Context: an optimization exercise on an open-source flow, tuned for small area, a short achievable clock period and few clock cycles per item. The choices shown serve that exercise and are no tape-out recipe. The RTL was checked by simulation tests, not by an equivalence proof against the original design.

`flow/design.v`:
```
module position_velocity_kalman_filter (
	input  logic                   clk,
	input  logic                   arst_n,
	input  logic                   cfg_we,
	input  logic [1:0]             cfg_index,
	input  logic [30:0]            cfg_data,
	input  logic                   in_valid,
	output logic                   in_stall,
	input  logic signed [31:0]     measurement,
	output logic                   out_valid,
	input  logic                   out_stall,
	output logic signed [31:0]     position_est,
	output logic signed [31:0]     velocity_est
);
	localparam int FRAC_BITS = 16;
	localparam int WORD_W    = 32;
	localparam int REG_W     = 31;
	localparam int QUOT_W    = WORD_W + FRAC_BITS;
	typedef logic signed [WORD_W-1:0]   word_t;
	typedef logic signed [2*WORD_W-1:0] prod_t;
	typedef logic        [REG_W-1:0]    cfg_word_t;
	typedef logic        [1:0]          cfg_index_t;
	localparam cfg_index_t REG_STEP_TIME      = 2'd0;
	localparam cfg_index_t REG_POSITION_NOISE = 2'd1;
	localparam cfg_index_t REG_VELOCITY_NOISE = 2'd2;
	localparam cfg_index_t REG_MEASURE_NOISE  = 2'd3;
	localparam cfg_word_t RST_STEP_TIME      = 31'd65536;
	localparam cfg_word_t RST_POSITION_NOISE = 31'd655;
	localparam cfg_word_t RST_VELOCITY_NOISE = 31'd655;
	localparam cfg_word_t RST_MEASURE_NOISE  = 31'd65536;
	localparam word_t WORD_MAX = {1'b0, {(WORD_W-1){1'b1}}};
	localparam word_t WORD_MIN = {1'b1, {(WORD_W-1){1'b0}}};
	localparam word_t ONE      = word_t'(1) <<< FRAC_BITS;
	function automatic word_t sat_add(word_t a, word_t b);
		logic signed [WORD_W:0] sum;
		sum = {a[WORD_W-1], a} + {b[WORD_W-1], b};
		if (sum[WORD_W] != sum[WORD_W-1]) begin
			sat_add = sum[WORD_W] ? WORD_MIN : WORD_MAX;
		end else begin
			sat_add = sum[WORD_W-1:0];
		end
	endfunction
	function automatic word_t sat_sub(word_t a, word_t b);
		logic signed [WORD_W:0] dif;
		dif = {a[WORD_W-1], a} - {b[WORD_W-1], b};
		if (dif[WORD_W] != dif[WORD_W-1]) begin
			sat_sub = dif[WORD_W] ? WORD_MIN : WORD_MAX;
		end else begin
			sat_sub = dif[WORD_W-1:0];
		end
	endfunction
	function automatic word_t sat_mul(prod_t p);
		logic [2*WORD_W-1-FRAC_BITS-(WORD_W-1):0] top;
		top = p[2*WORD_W-1:WORD_W-1+FRAC_BITS];
		if (top != '0 && top != '1) begin
			sat_mul = p[2*WORD_W-1] ? WORD_MIN : WORD_MAX;
		end else begin
			sat_mul = p[WORD_W-1+FRAC_BITS:FRAC_BITS];
		end
	endfunction
	function automatic word_t abs_word(word_t a);
		abs_word = a[WORD_W-1] ? word_t'(-a) : a;
	endfunction
	function automatic word_t sat_quot(logic [QUOT_W-1:0] q, logic neg);
		if (neg) begin
			if (q[QUOT_W-1:WORD_W] != '0 || (q[WORD_W-1] && q[WORD_W-2:0] != '0)) begin
				sat_quot = WORD_MIN;
			end else begin
				sat_quot = word_t'(-q[WORD_W-1:0]);
			end
		end else if (q[QUOT_W-1:WORD_W-1] != '0) begin
			sat_quot = WORD_MAX;
		end else begin
			sat_quot = q[WORD_W-1:0];
		end
	endfunction
	localparam int DIV_STEPS = QUOT_W;
	localparam int CNT_W     = $clog2(DIV_STEPS);
	typedef enum logic [2:0] {
		S_IDLE,
		S_MUL,
		S_ACC,
		S_DIV,
		S_OUT
	} state_t;
	typedef enum logic [3:0] {
		OP_T00,
		OP_T01,
		OP_A00,
		OP_A10,
		OP_XP,
		OP_POS,
		OP_VEL,
		OP_P00,
		OP_P01,
		OP_P10,
		OP_P11
	} op_t;
	state_t    state_q;
	op_t       op_q;
	cfg_word_t dt_q, qp_q, qv_q, r_q;
	word_t     pos_q, vel_q, p00_q, p01_q, p10_q, p11_q;
	word_t     pos_est_q, vel_est_q;
	logic      out_valid_q;
	word_t     meas_q, a00_q, a01_q, a10_q, a11_q, xp_q, s_q, k0_q, k1_q, y_q, c_q;
	prod_t     prod_q;
	logic [QUOT_W-1:0] num_q;
	word_t             rem_q;
	word_t             ms_q;
	logic              neg_q;
	logic              ksel_q;
	logic [CNT_W-1:0]  div_cnt_q;
	word_t dt, qp, qv, r;
	word_t opa, opb, mres, s_next, kq;
	logic [WORD_W:0]   trial;
	logic              take;
	word_t             rem_next;
	logic [QUOT_W-1:0] num_next;
	logic              div_last;
	assign dt = word_t'({1'b0, dt_q});
	assign qp = word_t'({1'b0, qp_q});
	assign qv = word_t'({1'b0, qv_q});
	assign r  = word_t'({1'b0, r_q});
	assign in_stall     = (state_q != S_IDLE);
	assign out_valid    = out_valid_q;
	assign position_est = pos_est_q;
	assign velocity_est = vel_est_q;
	always_comb begin
		unique case (op_q)
			OP_T00:  begin opa = dt;    opb = p10_q; end
			OP_T01:  begin opa = dt;    opb = p11_q; end
			OP_A00:  begin opa = a01_q; opb = dt;    end
			OP_A10:  begin opa = p11_q; opb = dt;    end
			OP_XP:   begin opa = dt;    opb = vel_q; end
			OP_POS:  begin opa = k0_q;  opb = y_q;   end
			OP_VEL:  begin opa = k1_q;  opb = y_q;   end
			OP_P00:  begin opa = c_q;   opb = a00_q; end
			OP_P01:  begin opa = c_q;   opb = a01_q; end
			OP_P10:  begin opa = k1_q;  opb = a00_q; end
			OP_P11:  begin opa = k1_q;  opb = a01_q; end
			default: begin opa = '0;    opb = '0;    end
		endcase
	end
	assign mres   = sat_mul(prod_q);
	assign s_next = sat_add(a00_q, r);
	assign trial    = {rem_q, num_q[QUOT_W-1]};
	assign take     = (trial >= {1'b0, ms_q});
	assign rem_next = take ? word_t'(trial - {1'b0, ms_q}) : word_t'(trial[WORD_W-1:0]);
	assign num_next = {num_q[QUOT_W-2:0], take};
	assign div_last = (div_cnt_q == CNT_W'(DIV_STEPS - 1));
	assign kq       = (s_q == '0) ? '0 : sat_quot(num_next, neg_q);
	always_ff @(posedge clk or negedge arst_n) begin
		if (!arst_n) begin
			state_q     <= S_IDLE;
			op_q        <= OP_T00;
			dt_q        <= RST_STEP_TIME;
			qp_q        <= RST_POSITION_NOISE;
			qv_q        <= RST_VELOCITY_NOISE;
			r_q         <= RST_MEASURE_NOISE;
			pos_q       <= '0;
			vel_q       <= '0;
			p00_q       <= ONE;
			p01_q       <= '0;
			p10_q       <= '0;
			p11_q       <= ONE;
			pos_est_q   <= '0;
			vel_est_q   <= '0;
			out_valid_q <= 1'b0;
			ksel_q      <= 1'b0;
			div_cnt_q   <= '0;
		end else begin
			if (cfg_we) begin
				unique case (cfg_index)
					REG_STEP_TIME:      dt_q <= cfg_data;
					REG_POSITION_NOISE: qp_q <= cfg_data;
					REG_VELOCITY_NOISE: qv_q <= cfg_data;
					REG_MEASURE_NOISE:  r_q  <= cfg_data;
				endcase
			end
			if (out_valid_q && !out_stall && state_q != S_OUT) begin
				out_valid_q <= 1'b0;
			end
			unique case (state_q)
				S_IDLE: begin
					if (in_valid) begin
						op_q    <= OP_T00;
						state_q <= S_MUL;
					end
				end
				S_MUL: begin
					state_q <= S_ACC;
				end
				S_ACC: begin
					unique case (op_q)
						OP_POS:  pos_q <= sat_add(xp_q, mres);
						OP_VEL:  vel_q <= sat_add(vel_q, mres);
						OP_P00:  p00_q <= mres;
						OP_P01:  p01_q <= mres;
						OP_P10:  p10_q <= sat_sub(a10_q, mres);
						OP_P11:  p11_q <= sat_sub(a11_q, mres);
						default: ;
					endcase
					if (op_q == OP_XP) begin
						ksel_q    <= 1'b0;
						div_cnt_q <= '0;
						state_q   <= S_DIV;
					end else if (op_q == OP_P11) begin
						state_q <= S_OUT;
					end else begin
						op_q    <= op_t'(op_q + 4'd1);
						state_q <= S_MUL;
					end
				end
				S_DIV: begin
					div_cnt_q <= div_last ? '0 : div_cnt_q + CNT_W'(1);
					if (div_last) begin
						if (ksel_q) begin
							op_q    <= OP_POS;
							state_q <= S_MUL;
						end
						ksel_q <= 1'b1;
					end
				end
				S_OUT: begin
					if (!out_valid_q || !out_stall) begin
						pos_est_q   <= pos_q;
						vel_est_q   <= vel_q;
						out_valid_q <= 1'b1;
						state_q     <= S_IDLE;
					end
				end
				default: state_q <= S_IDLE;
			endcase
		end
	end
	always_ff @(posedge clk) begin
		if (state_q == S_IDLE && in_valid) begin
			meas_q <= measurement;
		end
		if (state_q == S_MUL) begin
			prod_q <= prod_t'(opa) * prod_t'(opb);
		end
		if (state_q == S_ACC) begin
			unique case (op_q)
				OP_T00: a00_q <= sat_add(p00_q, mres);
				OP_T01: a01_q <= sat_add(p01_q, mres);
				OP_A00: a00_q <= sat_add(sat_add(a00_q, mres), qp);
				OP_A10: begin
					a10_q <= sat_add(p10_q, mres);
					a11_q <= sat_add(p11_q, qv);
				end
				OP_XP: begin
					xp_q  <= sat_add(pos_q, mres);
					s_q   <= s_next;
					rem_q <= '0;
					ms_q  <= abs_word(s_next);
					neg_q <= a00_q[WORD_W-1] ^ s_next[WORD_W-1];
					num_q <= {abs_word(a00_q), {FRAC_BITS{1'b0}}};
				end
				OP_POS:  c_q <= sat_sub(ONE, k0_q);
				default: ;
			endcase
		end
		if (state_q == S_DIV) begin
			y_q <= sat_sub(meas_q, xp_q);
			if (div_last) begin
				if (ksel_q) begin
					k1_q <= kq;
				end else begin
					k0_q  <= kq;
					rem_q <= '0;
					neg_q <= a10_q[WORD_W-1] ^ s_q[WORD_W-1];
					num_q <= {abs_word(a10_q), {FRAC_BITS{1'b0}}};
				end
			end else begin
				rem_q <= rem_next;
				num_q <= num_next;
			end
		end
	end
endmodule
```
`flow/run.sh`:
```
#!/bin/bash
# synth_recipe.tcl (not shown) runs the flow's synth.tcl, then flattens the netlist and writes it again
# the make line also repeats each setting of config.mk as NAME=value (left out here)
make -C /OpenROAD-flow-scripts/flow DESIGN_CONFIG=/design/flow/config.mk WORK_HOME=/design/flow/orfs CLKGATE_MAP_FILE= SYNTH_SCRIPT=/design/flow/synth_recipe.tcl finish
```
`flow/config.mk`:
```
export PLATFORM = sky130hd
export DESIGN_NAME = position_velocity_kalman_filter
export DESIGN_NICKNAME = position_velocity_kalman_filter
export VERILOG_FILES = /design/flow/design.v
export SDC_FILE = /design/flow/constraint.sdc
export NUM_CORES = 4
export LEC_CHECK = 0
export CAP_MARGIN = 20
export CORE_MARGIN = 2
export CORE_UTILIZATION = 40
export PLACE_DENSITY = 0.6
export SLEW_MARGIN = 20
```
`flow/constraint.sdc`:
```
create_clock -name core_clock -period 12.0 [get_ports {clk}]
set_input_delay 2.4000 -clock core_clock [delete_from_list [all_inputs] [get_ports {clk}]]
set_output_delay 2.4000 -clock core_clock [all_outputs]
set_load 0.01 [all_outputs]
```
==> reports/results.ini <==
[worst_setup_path]
required_ps = 12520
worst-setup-path-type = flip-flop to flip-flop
timing.rr.start = op_q[0]$_DFFE_PN0P_
end_kind = flip-flop
critPathMostFrequentCell = fa_1
critPathLaunchType = flip-flop
critPathLaunch = op_q[0]$_DFFE_PN0P_
cp_slowest_cell = a222oi_1
worstPathArrival_ps = 11760
slowest_delay_ps = 1050
cp_max_fo = 19

[die]
die_w_um = 494
initial_core_util_pct = 40.3
io_pins = 136
core_area_um2 = 238000
num_rows = 179
die_area_um2 = 244000
dieHeight_um = 494

[yosys]
synth-edff-count = 431
synth_top_family_by_area = adder cells
ys_types = 112
ys_warn_count = 1
yosys-top-cells-area = fa_1, edfxtp_1, dfrtp_1
yosysSeqAreaShare_pct = 25.5
synthFlopType = edfxtp_1
syn_nets = 12100
syn_area_um2 = 96000
synth-seq-cells = 907
synth-simple-area-share_pct = 12.8
ys_async_sr_fraction_pct = 43.6
synth-xor-area-share_pct = 4.84
synthCells = 10300
synth-compound-area-share_pct = 15.1
synth_mux_area_share_pct = 2.36
synth_adder_area_share_pct = 32.4
syn_avg_cell_area_um2 = 9.34
yosysTopAreaCell = fa_1
ys_top_cells_by_count = inv_1, fa_1, nand2_1, nor2_1, ha_1
yosys.area.top_type_share_pct = 22.8
synthMostInstantiatedCell = inv_1

[sta]
min_period_ps = 11240
setup_tns_ps = 0
rsz0062_at_grt = no
drv_slew = 0
fin_worst_skew_ps = 70.0
max_freq_mhz = 89.0
worstMarginPinSlew_ps = 1240
max_slew_margin_pct = 17.2
post-route-period-util_pct = 93.7
hold_viol = 0
finalSetupViolCount = 0

[drt]
post-route-drc-count = 0
dr.pass1.iters = 14
wl_um = 373000
viasPerCell = 5.81
drt-initial-drc-count = 8974
wire_per_inst_um = 27.3
detailroute.via_count = 79300
ant_nets = 0

[global_routing]
antenna_found_initial = 24
grt_pass1_wl_um = 542000
grt_max_degree = 130
grt_overflow = 0
grt_pass1_vias = 78800
groute.usage.overall_pct = 30.4

[cts]
cts_setup_buffers = 0
cts_root_buf = clkbuf_16
clock_sinks = 907
tritoncts = built
cts_made_buffers = 109
clock_latency_ps = 810
clk_pin_slew_ps = 60
cts_resized = 0
cts_max_level = 3
clockBufferDepth = 3
ctsHoldBuffers = 0

[hold_path]
hp-class = flip-flop to flip-flop
hp-start = num_q[0]$_DFF_P_

[finish]
finalNetCount = 12200
nFillCells = 23000
fin_area_um2 = 106000
drive_gt1_share_pct = 7.78
top_regs = num_q x48, prod_q x48
area_growth_pct = 10.4

[placement]
port_buffers = 135
place.detailed.hpwl_um = 298000
place.gp.congestion = 1.03
placed_cell_area_um2 = 102000

[run]
drv_cap = 0

[outcome]
status = no timing/DRC/antenna violations

[area by class of cell]
type,instances,area (um^2),share of cell area (%)
inverter,1323,4970,4.69
multi-input combinational,7603,65100,61.4
antenna,14,35.0,0.0330
sequential,907,24500,23.1
timing repair buffer,430,3640,3.44
clock inverter,53,694,0.655
clock buffer,153,3150,2.97
tap,3167,3960,3.74
[worst max-delay path: cells and delay by family (launching register included)]
kind	cells	cell delay, ps
xor gates and xnor gates	1	100
AOI/OAI and AO/OA	11	2970
adders and majority gates	10	5200
buffers and inverters	6	920
and+or+nand+nor	4	1340
DFF	1	440
[cells by family after synthesis]
kind of cell             count (synthesis)
XOR/XNOR                               530
AND/OR/NAND/NOR                       2747
flip-flops                             907
buffers and inverters                 1771
multiplexers                           202
AO/OA/AOI/OAI                         2274
adder cells (fa/ha/maj)               1850
[through the flow]
stage / std cells / hold slack (ps) / util [%] / setup WS (ps)
after floorplan: 10300 / 436 / - / 2000
after global placement: 13400 / 457 / 42.8 / 1010
after detailed placement: 13400 / 450 / 42.8 / 942
after CTS: 13600 / 460 / 44.5 / 877
after global routing: 13600 / 480 / 44.5 / 223
final: 13700 / 462 / 44.5 / 761
[layer usage]
metal | vias up | part of all wire, % | track usage (%) | wire length (um)
met3 | 749 | 8.9 | 6.05 | 33200
met2 | 3567 | 43 | 45.8 | 161000
met4 | 6 | 6.9 | 17.1 | 25600
li1 | 34900 | - | - | -
met5 | - | 0.012 | 0 | 44
met1 | 40100 | 41 | 40.8 | 153000
[cell usage in the layout (no fill, tap or decap), types with 62 or more instances in the layout]
cell	instances
nor2_1	799
nor2b_1	83
a22oi_1	98
dfrtp_1	379
dfxtp_1	80
a21oi_1	611
a222oi_1	62
nand3_1	161
nand2_1	1083
buf_4	289
o21ai_0	557
nor3_1	82
xor2_1	224
and2_1	70
mux2_2	192
maj3_1	118
o31ai_1	65
clkbuf_16	113
a21o_1	268
edfxtp_1	431
nand2b_1	99
ha_1	637
fa_1	1095
clkdlybuf4s50_1	134
and3_1	100
xnor2_1	301
inv_1	1318
o21a_1	75
[final timing paths]
path | endpoint | slack (ps) | depth (start not counted)
worst min-delay path | num_q[0]$_DFF_P_ | 460 | 2
worst max-delay path | prod_q[63]$_DFFE_PP_ | 760 | 32
worst max register to register | prod_q[63]$_DFFE_PP_ | 760 | 32
max in group asynchronous | qp_q[11]$_DFFE_PN0P_ | 7950 | 3
min in group asynchronous | vel_est_q[17]$_DFFE_PN0P_ | 1670 | 1
worst min register to register | num_q[0]$_DFF_P_ | 460 | 2
Testbench counts, summed over its fixed seeds: cycles 122,888, items 1,024.

afterwards: timing with drivers on the ports:
Ports are ideal in the flow. The routed layout listed here was re-timed in OpenROAD.
Step 1 sets driving cells, clkbuf_16 on the clock port and buf_2 on the other inputs (assumed; they add their load-dependent delay and slew).
Step 2 also shifts input and output timing later by t, the mid clock arrival at the registers, as if the neighbouring blocks saw the same clock.
Slacks: ideal ports / drivers / drivers and shift; pairs: ideal ports / drivers.
t, ns: 0.861
setup WS [ns]: 0.761 / 0.761 / 0.761
clock arrival spread, ns: 0.071 / 0.071
After both steps setup and hold are still met in this run. For this run, drivers alone change the setup slack by 0.000 ns; drivers and shift together by 0.000 ns.
